From an optimization exercise on the open Yosys and OpenROAD flow, aimed at small area and a short achievable clock period; shortcuts taken in it are not production practice. RTL that was checked went through simulation tests only; none was proved equivalent to the original. The clock input has no modelled driver; a real chip could not lean on it and would need a root buffer or a full tree. No activity file was given, so power comes from the tool's default toggle rates.

==> module present_redundant_ctrl, before the edit <==
module present_redundant_ctrl (
    input  logic        clk_i,
    input  logic        rst,
    input  logic        start_i,
    input  logic [63:0] data_i,
    input  logic [79:0] key_i,
    output logic        ready_o,
    output logic [63:0] data_o,
    output logic        data_o_valid,
    input  logic        cointoss,
    input  logic        clr_alarm_i,
    output logic        fault_o,
    output logic        alarm_o,
    output logic [7:0]  fault_cnt_o
);
    localparam logic [63:0] SBOX_T = 64'h21748FE3DA09B65C;
    function automatic logic [3:0] sbox(input logic [3:0] x);
        logic [3:0] y;
        y = '0;
        for (int v = 0; v < 16; v++)
            for (int b = 0; b < 4; b++)
                if (SBOX_T[4*v + b]) y[b] = y[b] | (x == 4'(v));
        sbox = y;
    endfunction
    logic nidle_q;           
    logic idle_q, load_q, run_q, chk_ok_q, chk_tmo_q, out_q, fo_q, lock_q;
    logic idle_n, load_n, run_n, chk_ok_n, chk_tmo_n, out_n, lock_n;
    logic [3:0] busy_q, busy_n;
    logic       rhold_q;     
    logic [1:0]  cnt_q;
    logic [4:0]  pcnt_q;     
    logic [63:0] result_q;
    logic        pdone, tmo, cnt_hit;
    logic [63:0] sk_q;       
    logic [79:0] key_q;      
    logic [6:0]  tcnt_q;     
    logic [63:0] sl, perm, sk_src;
    logic [79:0] key_rot, next_key, key_d;
    logic        adv;
    for (genvar n = 0; n < 16; n++) begin : g_sbox
        assign sl[4*n +: 4] = sbox(sk_q[4*n +: 4]);
    end
    for (genvar i = 0; i < 64; i++) begin : g_perm
        assign perm[16*(i%4) + i/4] = sl[i];
    end
    assign key_rot  = {key_q[18:0], key_q[79:19]};
    assign next_key = {sbox(key_rot[79:76]), key_rot[75:20], key_rot[19:15] ^ tcnt_q[4:0],
                       key_rot[14:0]};
    for (genvar g = 0; g < 2; g++) begin : g_sel
        assign key_d[40*g +: 40]  = busy_q[g]   ? next_key[40*g +: 40] : key_i[40*g +: 40];
        assign sk_src[32*g +: 32] = busy_q[2+g] ? perm[32*g +: 32]     : data_i[32*g +: 32];
    end
    assign adv = (tcnt_q[6:5] == 2'b00);
    assign pdone   = &pcnt_q;
    assign tmo     = tcnt_q[6] & tcnt_q[0];        
    assign cnt_hit = fo_q & cnt_q[1];               
    assign idle_q    = ~nidle_q;
    assign idle_n    = (idle_q & ~start_i) | (out_q & ~cnt_hit) | (lock_q & clr_alarm_i);
    assign load_n    = idle_q & start_i;
    assign run_n     = load_q | (run_q & ~pdone & ~tmo);
    assign chk_ok_n  = run_q & pdone;
    assign chk_tmo_n = run_q & ~pdone & tmo;
    assign out_n     = chk_ok_q | chk_tmo_q;
    assign lock_n    = (out_q & cnt_hit) | (lock_q & ~clr_alarm_i);
    for (genvar v = 0; v < 4; v++) begin : g_busy
        assign busy_n[v] = load_n | run_n | ((v & 1) != 0 && (chk_ok_n | chk_tmo_n))
                         | ((v & 2) != 0 && out_n) | ((v & 4) != 0 && lock_n);
    end
    always_ff @(posedge clk_i) begin
        key_q <= key_d;
        for (int g = 0; g < 2; g++)
            if (!busy_q[2+g] || adv) sk_q[32*g +: 32] <= sk_src[32*g +: 32] ^ key_d[32*g+16 +: 32];
        tcnt_q <= busy_q[0] ? tcnt_q + 7'd1 : 7'd1;
        if (!run_q)                   pcnt_q <= 5'd0;
        else if (!cointoss && !pdone) pcnt_q <= pcnt_q + 5'd1;
    end
    always_ff @(posedge clk_i or negedge rst) begin
        if (!rst) begin
            nidle_q   <= 1'b0;
            busy_q    <= '0;
            rhold_q   <= 1'b1;
            load_q    <= 1'b0;
            run_q     <= 1'b0;
            chk_ok_q  <= 1'b0;
            chk_tmo_q <= 1'b0;
            out_q     <= 1'b0;
            fo_q      <= 1'b0;
            lock_q    <= 1'b0;
            cnt_q     <= 2'd0;
            result_q  <= '0;
        end else begin
            nidle_q   <= ~idle_n;
            busy_q    <= busy_n;
            rhold_q   <= ~(chk_ok_n | chk_tmo_n);
            load_q    <= load_n;
            run_q     <= run_n;
            chk_ok_q  <= chk_ok_n;
            chk_tmo_q <= chk_tmo_n;
            out_q     <= out_n;
            fo_q      <= chk_tmo_q;
            lock_q    <= lock_n;
            if (out_q & fo_q)              cnt_q <= cnt_q + 2'd1;
            else if (lock_q & clr_alarm_i) cnt_q <= 2'd0;
            result_q  <= ({64{chk_ok_q}} & sk_q) | ({64{rhold_q}} & result_q);
        end
    end
    assign data_o       = result_q;
    assign data_o_valid = out_q;
    assign ready_o      = idle_q;
    assign fault_o      = fo_q;
    assign alarm_o      = lock_q;
    assign fault_cnt_o  = {6'd0, cnt_q};
endmodule
export LEC_CHECK = 0
export CAP_MARGIN = 20
export CORE_MARGIN = 2
export CORE_UTILIZATION = 40
export SETUP_SLACK_MARGIN = 2.25
export SLEW_MARGIN = 20
create_clock -name core_clock -period 4.0 [get_ports {clk_i}]
standard.sh (not shown) runs the stock make flow with config.mk's settings and CLKGATE_MAP_FILE= SYNTH_SCRIPT=/design/flow/synth_recipe.tcl, a recipe that flattens the netlist after the stock synthesis.
==> flow/flow/run.sh <==
#!/bin/bash
export BUFFER_PORTS_ARGS="-buffer_cell sky130_fd_sc_hd__buf_1"
export PRE_CTS_TCL="$PWD/flow/manual_cts.tcl"
export MANUAL_CTS_PER_LEAF=24
bash standard.sh > standard.log 2>&1
exit $?
Other scripts of this flow, unchanged in this note and not shown: flow/flow/manual_cts.tcl
Edit:
--- a/flow/design.v
+++ b/flow/design.v
@@ -26,6 +26,5 @@
     logic idle_q, load_q, run_q, chk_ok_q, chk_tmo_q, out_q, fo_q, lock_q;
     logic idle_n, load_n, run_n, chk_ok_n, chk_tmo_n, out_n, lock_n;
-    logic [3:0] busy_q, busy_n;
-    logic       rhold_q;     
+    logic [7:0] busy_q, busy_n;
     logic [1:0]  cnt_q;
     logic [4:0]  pcnt_q;     
@@ -47,7 +46,7 @@
     assign next_key = {sbox(key_rot[79:76]), key_rot[75:20], key_rot[19:15] ^ tcnt_q[4:0],
                        key_rot[14:0]};
-    for (genvar g = 0; g < 2; g++) begin : g_sel
-        assign key_d[40*g +: 40]  = busy_q[g]   ? next_key[40*g +: 40] : key_i[40*g +: 40];
-        assign sk_src[32*g +: 32] = busy_q[2+g] ? perm[32*g +: 32]     : data_i[32*g +: 32];
+    for (genvar g = 0; g < 4; g++) begin : g_sel
+        assign key_d[20*g +: 20]  = busy_q[g]   ? next_key[20*g +: 20] : key_i[20*g +: 20];
+        assign sk_src[16*g +: 16] = busy_q[4+g] ? perm[16*g +: 16]     : data_i[16*g +: 16];
     end
     assign adv = (tcnt_q[6:5] == 2'b00);
@@ -63,5 +62,5 @@
     assign out_n     = chk_ok_q | chk_tmo_q;
     assign lock_n    = (out_q & cnt_hit) | (lock_q & ~clr_alarm_i);
-    for (genvar v = 0; v < 4; v++) begin : g_busy
+    for (genvar v = 0; v < 8; v++) begin : g_busy
         assign busy_n[v] = load_n | run_n | ((v & 1) != 0 && (chk_ok_n | chk_tmo_n))
                          | ((v & 2) != 0 && out_n) | ((v & 4) != 0 && lock_n);
@@ -69,6 +68,6 @@
     always_ff @(posedge clk_i) begin
         key_q <= key_d;
-        for (int g = 0; g < 2; g++)
-            if (!busy_q[2+g] || adv) sk_q[32*g +: 32] <= sk_src[32*g +: 32] ^ key_d[32*g+16 +: 32];
+        for (int g = 0; g < 4; g++)
+            if (!busy_q[4+g] || adv) sk_q[16*g +: 16] <= sk_src[16*g +: 16] ^ key_d[16*g+16 +: 16];
         tcnt_q <= busy_q[0] ? tcnt_q + 7'd1 : 7'd1;
         if (!run_q)                   pcnt_q <= 5'd0;
@@ -79,5 +78,4 @@
             nidle_q   <= 1'b0;
             busy_q    <= '0;
-            rhold_q   <= 1'b1;
             load_q    <= 1'b0;
             run_q     <= 1'b0;
@@ -92,5 +90,4 @@
             nidle_q   <= ~idle_n;
             busy_q    <= busy_n;
-            rhold_q   <= ~(chk_ok_n | chk_tmo_n);
             load_q    <= load_n;
             run_q     <= run_n;
@@ -102,5 +99,6 @@
             if (out_q & fo_q)              cnt_q <= cnt_q + 2'd1;
             else if (lock_q & clr_alarm_i) cnt_q <= 2'd0;
-            result_q  <= ({64{chk_ok_q}} & sk_q) | ({64{rhold_q}} & result_q);
+            if (chk_ok_q)       result_q <= sk_q;
+            else if (chk_tmo_q) result_q <= '0;
         end
     end
Outcome:
- The changed run went through all stages and came out clean
- first-iteration DRC count goes up by about 1.3%
- die area goes up by about 0.5%
- routed wire length goes up by about 2%
- critical path depth goes down by 2
- cell count goes up by about 0.6%
- worst setup slack gains 0.019 ns
- global-route usage goes up by 0.87 points
- total power goes down by 1.5%
- sequential share of layout area barely changes
For the first run of this note, only the layout was checked, not whether the RTL still works. In every run of this note, the design's own scripts or RTL, not TritonCTS, make the clock network.


== purple ==
The RTL this note starts from:
==> flow/design.v <==
module present_redundant_ctrl (
    input  logic        clk_i,
    input  logic        rst,
    input  logic        start_i,
    input  logic [63:0] data_i,
    input  logic [79:0] key_i,
    output logic        ready_o,
    output logic [63:0] data_o,
    output logic        data_o_valid,
    input  logic        cointoss,
    input  logic        clr_alarm_i,
    output logic        fault_o,
    output logic        alarm_o,
    output logic [7:0]  fault_cnt_o
);
    localparam logic [63:0] SBOX_T = 64'h21748FE3DA09B65C;
    function automatic logic [3:0] sbox(input logic [3:0] x);
        logic [3:0] y;
        y = '0;
        for (int v = 0; v < 16; v++)
            for (int b = 0; b < 4; b++)
                if (SBOX_T[4*v + b]) y[b] = y[b] | (x == 4'(v));
        sbox = y;
    endfunction
    logic nidle_q;           
    logic idle_q, load_q, run_q, chk_ok_q, chk_tmo_q, out_q, fo_q, lock_q;
    logic idle_n, load_n, run_n, chk_ok_n, chk_tmo_n, out_n, lock_n;
    logic [3:0] busy_q, busy_n;
    logic [1:0]  cnt_q;
    logic [4:0]  pcnt_q;     
    logic [63:0] result_q;
    logic        pdone, tmo, cnt_hit;
    logic [63:0] sk_q;       
    logic [79:0] key_q;      
    logic [6:0]  tcnt_q;     
    logic [63:0] sl, perm, sk_src;
    logic [79:0] key_rot, next_key, key_d;
    logic        adv;
    for (genvar n = 0; n < 16; n++) begin : g_sbox
        assign sl[4*n +: 4] = sbox(sk_q[4*n +: 4]);
    end
    for (genvar i = 0; i < 64; i++) begin : g_perm
        assign perm[16*(i%4) + i/4] = sl[i];
    end
    assign key_rot  = {key_q[18:0], key_q[79:19]};
    assign next_key = {sbox(key_rot[79:76]), key_rot[75:20], key_rot[19:15] ^ tcnt_q[4:0],
                       key_rot[14:0]};
    for (genvar g = 0; g < 2; g++) begin : g_sel
        assign key_d[40*g +: 40]  = busy_q[g]   ? next_key[40*g +: 40] : key_i[40*g +: 40];
        assign sk_src[32*g +: 32] = busy_q[2+g] ? perm[32*g +: 32]     : data_i[32*g +: 32];
    end
    assign adv = (tcnt_q[6:5] == 2'b00);
    assign pdone   = &pcnt_q;
    assign tmo     = tcnt_q[6] & tcnt_q[0];        
    assign cnt_hit = fo_q & cnt_q[1];               
    assign idle_q    = ~nidle_q;
    assign idle_n    = (idle_q & ~start_i) | (out_q & ~cnt_hit) | (lock_q & clr_alarm_i);
    assign load_n    = idle_q & start_i;
    assign run_n     = load_q | (run_q & ~pdone & ~tmo);
    assign chk_ok_n  = run_q & pdone;
    assign chk_tmo_n = run_q & ~pdone & tmo;
    assign out_n     = chk_ok_q | chk_tmo_q;
    assign lock_n    = (out_q & cnt_hit) | (lock_q & ~clr_alarm_i);
    for (genvar v = 0; v < 4; v++) begin : g_busy
        assign busy_n[v] = load_n | run_n | ((v & 1) != 0 && (chk_ok_n | chk_tmo_n))
                         | ((v & 2) != 0 && out_n) | ((v & 4) != 0 && lock_n);
    end
    always_ff @(posedge clk_i) begin
        key_q <= key_d;
        for (int g = 0; g < 2; g++)
            if (!busy_q[2+g] || adv) sk_q[32*g +: 32] <= sk_src[32*g +: 32] ^ key_d[32*g+16 +: 32];
        tcnt_q <= busy_q[0] ? tcnt_q + 7'd1 : 7'd1;
        if (!run_q)                   pcnt_q <= 5'd0;
        else if (!cointoss && !pdone) pcnt_q <= pcnt_q + 5'd1;
    end
    always_ff @(posedge clk_i or negedge rst) begin
        if (!rst) begin
            nidle_q   <= 1'b0;
            busy_q    <= '0;
            load_q    <= 1'b0;
            run_q     <= 1'b0;
            chk_ok_q  <= 1'b0;
            chk_tmo_q <= 1'b0;
            out_q     <= 1'b0;
            fo_q      <= 1'b0;
            lock_q    <= 1'b0;
            cnt_q     <= 2'd0;
            result_q  <= '0;
        end else begin
            nidle_q   <= ~idle_n;
            busy_q    <= busy_n;
            load_q    <= load_n;
            run_q     <= run_n;
            chk_ok_q  <= chk_ok_n;
            chk_tmo_q <= chk_tmo_n;
            out_q     <= out_n;
            fo_q      <= chk_tmo_q;
            lock_q    <= lock_n;
            if (out_q & fo_q)              cnt_q <= cnt_q + 2'd1;
            else if (lock_q & clr_alarm_i) cnt_q <= 2'd0;
            if (chk_ok_q)       result_q <= sk_q;
            else if (chk_tmo_q) result_q <= '0;
        end
    end
    assign data_o       = result_q;
    assign data_o_valid = out_q;
    assign ready_o      = idle_q;
    assign fault_o      = fo_q;
    assign alarm_o      = lock_q;
    assign fault_cnt_o  = {6'd0, cnt_q};
endmodule
==> flow/config.mk <==
export PLATFORM = sky130hd
export DESIGN_NAME = present_redundant_ctrl
export DESIGN_NICKNAME = present_redundant_ctrl
export VERILOG_FILES = /design/flow/design.v
export SDC_FILE = /design/flow/constraint.sdc
export NUM_CORES = 4
export LEC_CHECK = 0
export CAP_MARGIN = 20
export CORE_MARGIN = 2
export CORE_UTILIZATION = 40
export SETUP_SLACK_MARGIN = 2.2
export SLEW_MARGIN = 20
==> flow/constraint.sdc <==
create_clock -name core_clock -period 4.0 [get_ports {clk_i}]
set_input_delay 0.8000 -clock core_clock [delete_from_list [all_inputs] [get_ports {clk_i}]]
set_output_delay 0.8000 -clock core_clock [all_outputs]
set_load 0.01 [all_outputs]
Scripts as last shown in full above: flow/flow/run.sh
Other scripts of this flow, unchanged in this note and not shown: flow/flow/manual_cts.tcl
What green does differently from purple at the input level:
--- a/flow/design.v
+++ b/flow/design.v
@@ -24,9 +24,10 @@
     endfunction
     logic nidle_q;           
     logic idle_q, load_q, run_q, chk_ok_q, chk_tmo_q, out_q, fo_q, lock_q;
     logic idle_n, load_n, run_n, chk_ok_n, chk_tmo_n, out_n, lock_n;
-    logic [3:0] busy_q, busy_n;
+    logic [7:0] busy_q, busy_n;
+    logic       rhold_q;     
     logic [1:0]  cnt_q;
     logic [4:0]  pcnt_q;     
     logic [63:0] result_q;
     logic        pdone, tmo, cnt_hit;
@@ -44,11 +45,11 @@
     end
     assign key_rot  = {key_q[18:0], key_q[79:19]};
     assign next_key = {sbox(key_rot[79:76]), key_rot[75:20], key_rot[19:15] ^ tcnt_q[4:0],
                        key_rot[14:0]};
-    for (genvar g = 0; g < 2; g++) begin : g_sel
-        assign key_d[40*g +: 40]  = busy_q[g]   ? next_key[40*g +: 40] : key_i[40*g +: 40];
-        assign sk_src[32*g +: 32] = busy_q[2+g] ? perm[32*g +: 32]     : data_i[32*g +: 32];
+    for (genvar g = 0; g < 4; g++) begin : g_sel
+        assign key_d[20*g +: 20]  = busy_q[g]   ? next_key[20*g +: 20] : key_i[20*g +: 20];
+        assign sk_src[16*g +: 16] = busy_q[4+g] ? perm[16*g +: 16]     : data_i[16*g +: 16];
     end
     assign adv = (tcnt_q[6:5] == 2'b00);
     assign pdone   = &pcnt_q;
     assign tmo     = tcnt_q[6] & tcnt_q[0];        
@@ -60,24 +61,25 @@
     assign chk_ok_n  = run_q & pdone;
     assign chk_tmo_n = run_q & ~pdone & tmo;
     assign out_n     = chk_ok_q | chk_tmo_q;
     assign lock_n    = (out_q & cnt_hit) | (lock_q & ~clr_alarm_i);
-    for (genvar v = 0; v < 4; v++) begin : g_busy
+    for (genvar v = 0; v < 8; v++) begin : g_busy
         assign busy_n[v] = load_n | run_n | ((v & 1) != 0 && (chk_ok_n | chk_tmo_n))
                          | ((v & 2) != 0 && out_n) | ((v & 4) != 0 && lock_n);
     end
     always_ff @(posedge clk_i) begin
         key_q <= key_d;
-        for (int g = 0; g < 2; g++)
-            if (!busy_q[2+g] || adv) sk_q[32*g +: 32] <= sk_src[32*g +: 32] ^ key_d[32*g+16 +: 32];
+        for (int g = 0; g < 4; g++)
+            if (!busy_q[4+g] || adv) sk_q[16*g +: 16] <= sk_src[16*g +: 16] ^ key_d[16*g+16 +: 16];
         tcnt_q <= busy_q[0] ? tcnt_q + 7'd1 : 7'd1;
         if (!run_q)                   pcnt_q <= 5'd0;
         else if (!cointoss && !pdone) pcnt_q <= pcnt_q + 5'd1;
     end
     always_ff @(posedge clk_i or negedge rst) begin
         if (!rst) begin
             nidle_q   <= 1'b0;
             busy_q    <= '0;
+            rhold_q   <= 1'b1;
             load_q    <= 1'b0;
             run_q     <= 1'b0;
             chk_ok_q  <= 1'b0;
             chk_tmo_q <= 1'b0;
@@ -88,8 +90,9 @@
             result_q  <= '0;
         end else begin
             nidle_q   <= ~idle_n;
             busy_q    <= busy_n;
+            rhold_q   <= ~(chk_ok_n | chk_tmo_n);
             load_q    <= load_n;
             run_q     <= run_n;
             chk_ok_q  <= chk_ok_n;
             chk_tmo_q <= chk_tmo_n;
@@ -97,10 +100,9 @@
             fo_q      <= chk_tmo_q;
             lock_q    <= lock_n;
             if (out_q & fo_q)              cnt_q <= cnt_q + 2'd1;
             else if (lock_q & clr_alarm_i) cnt_q <= 2'd0;
-            if (chk_ok_q)       result_q <= sk_q;
-            else if (chk_tmo_q) result_q <= '0;
+            result_q  <= ({64{chk_ok_q}} & sk_q) | ({64{rhold_q}} & result_q);
         end
     end
     assign data_o       = result_q;
     assign data_o_valid = out_q;
### Flow results
green has completed all stages; timing, DRC and antenna checks passed. green ends up with a simple-gate portion of the synthesized area that is 0.26 points lower than in purple. Looking at maximum single-stage delay on the critical path, green sits 0.21 ns lower than purple does. green ended with less maximum frequency than purple. | multiplexer share of the synthesized area | purple vs green | ≈ equal |. Comparing share of the clock period used by the worst path after layout for purple and green, the smaller number came from purple. Die height: green > purple. Compare purple and green | met1 track demand over resource in global routing higher: purple. Destination of the critical timing path: sk_q[46] -> green, sk_q[58] -> purple. In terms of clock power, purple and green differ only marginally.
No functional check of the RTL was part of any run of this note. No run of this note takes its clock network from TritonCTS; it comes from the design's own scripts or RTL.

## static timing again, ports no longer ideal
In the flow no input, the clock included, has a driving cell. The finished layouts below were timed again as built, in two steps.
Step 1 (the two cells are an assumption about what drives the block):
set clk [get_ports {clk_i}]
set_driving_cell -lib_cell sky130_fd_sc_hd__clkbuf_16 $clk
set_driving_cell -lib_cell sky130_fd_sc_hd__buf_2 [delete_from_list [all_inputs] $clk]
Step 2 moves the port delays by t, midway between the first and last clock arrival at a register: inputs arrive t later, outputs are due t later. That takes back most of the time a late clock gives input paths.
Three values: no drivers, after step 1, after step 2; two values: the first two.
run | t, ns | setup slack, ns | worst setup path after step 2 | worst data-port slew with drivers (ns)
the first run of note 1 | 0.396 | 2.270 / 2.184 / 2.242 | input to register | 0.06
the second run of note 1 | 0.402 | 2.288 / 2.218 / 2.240 | input to register | 0.05
purple | 0.407 | 2.249 / 2.163 / 2.193 | input, reset recovery | 0.06
green | 0.405 | 2.238 / 2.159 / 2.159 | input to register | 0.05
After both steps setup and hold are still met in every run listed. For green, which loses most, drivers alone change the setup slack by -0.079 ns; drivers and shift together by -0.079 ns. Setup slack includes reset recovery checks.
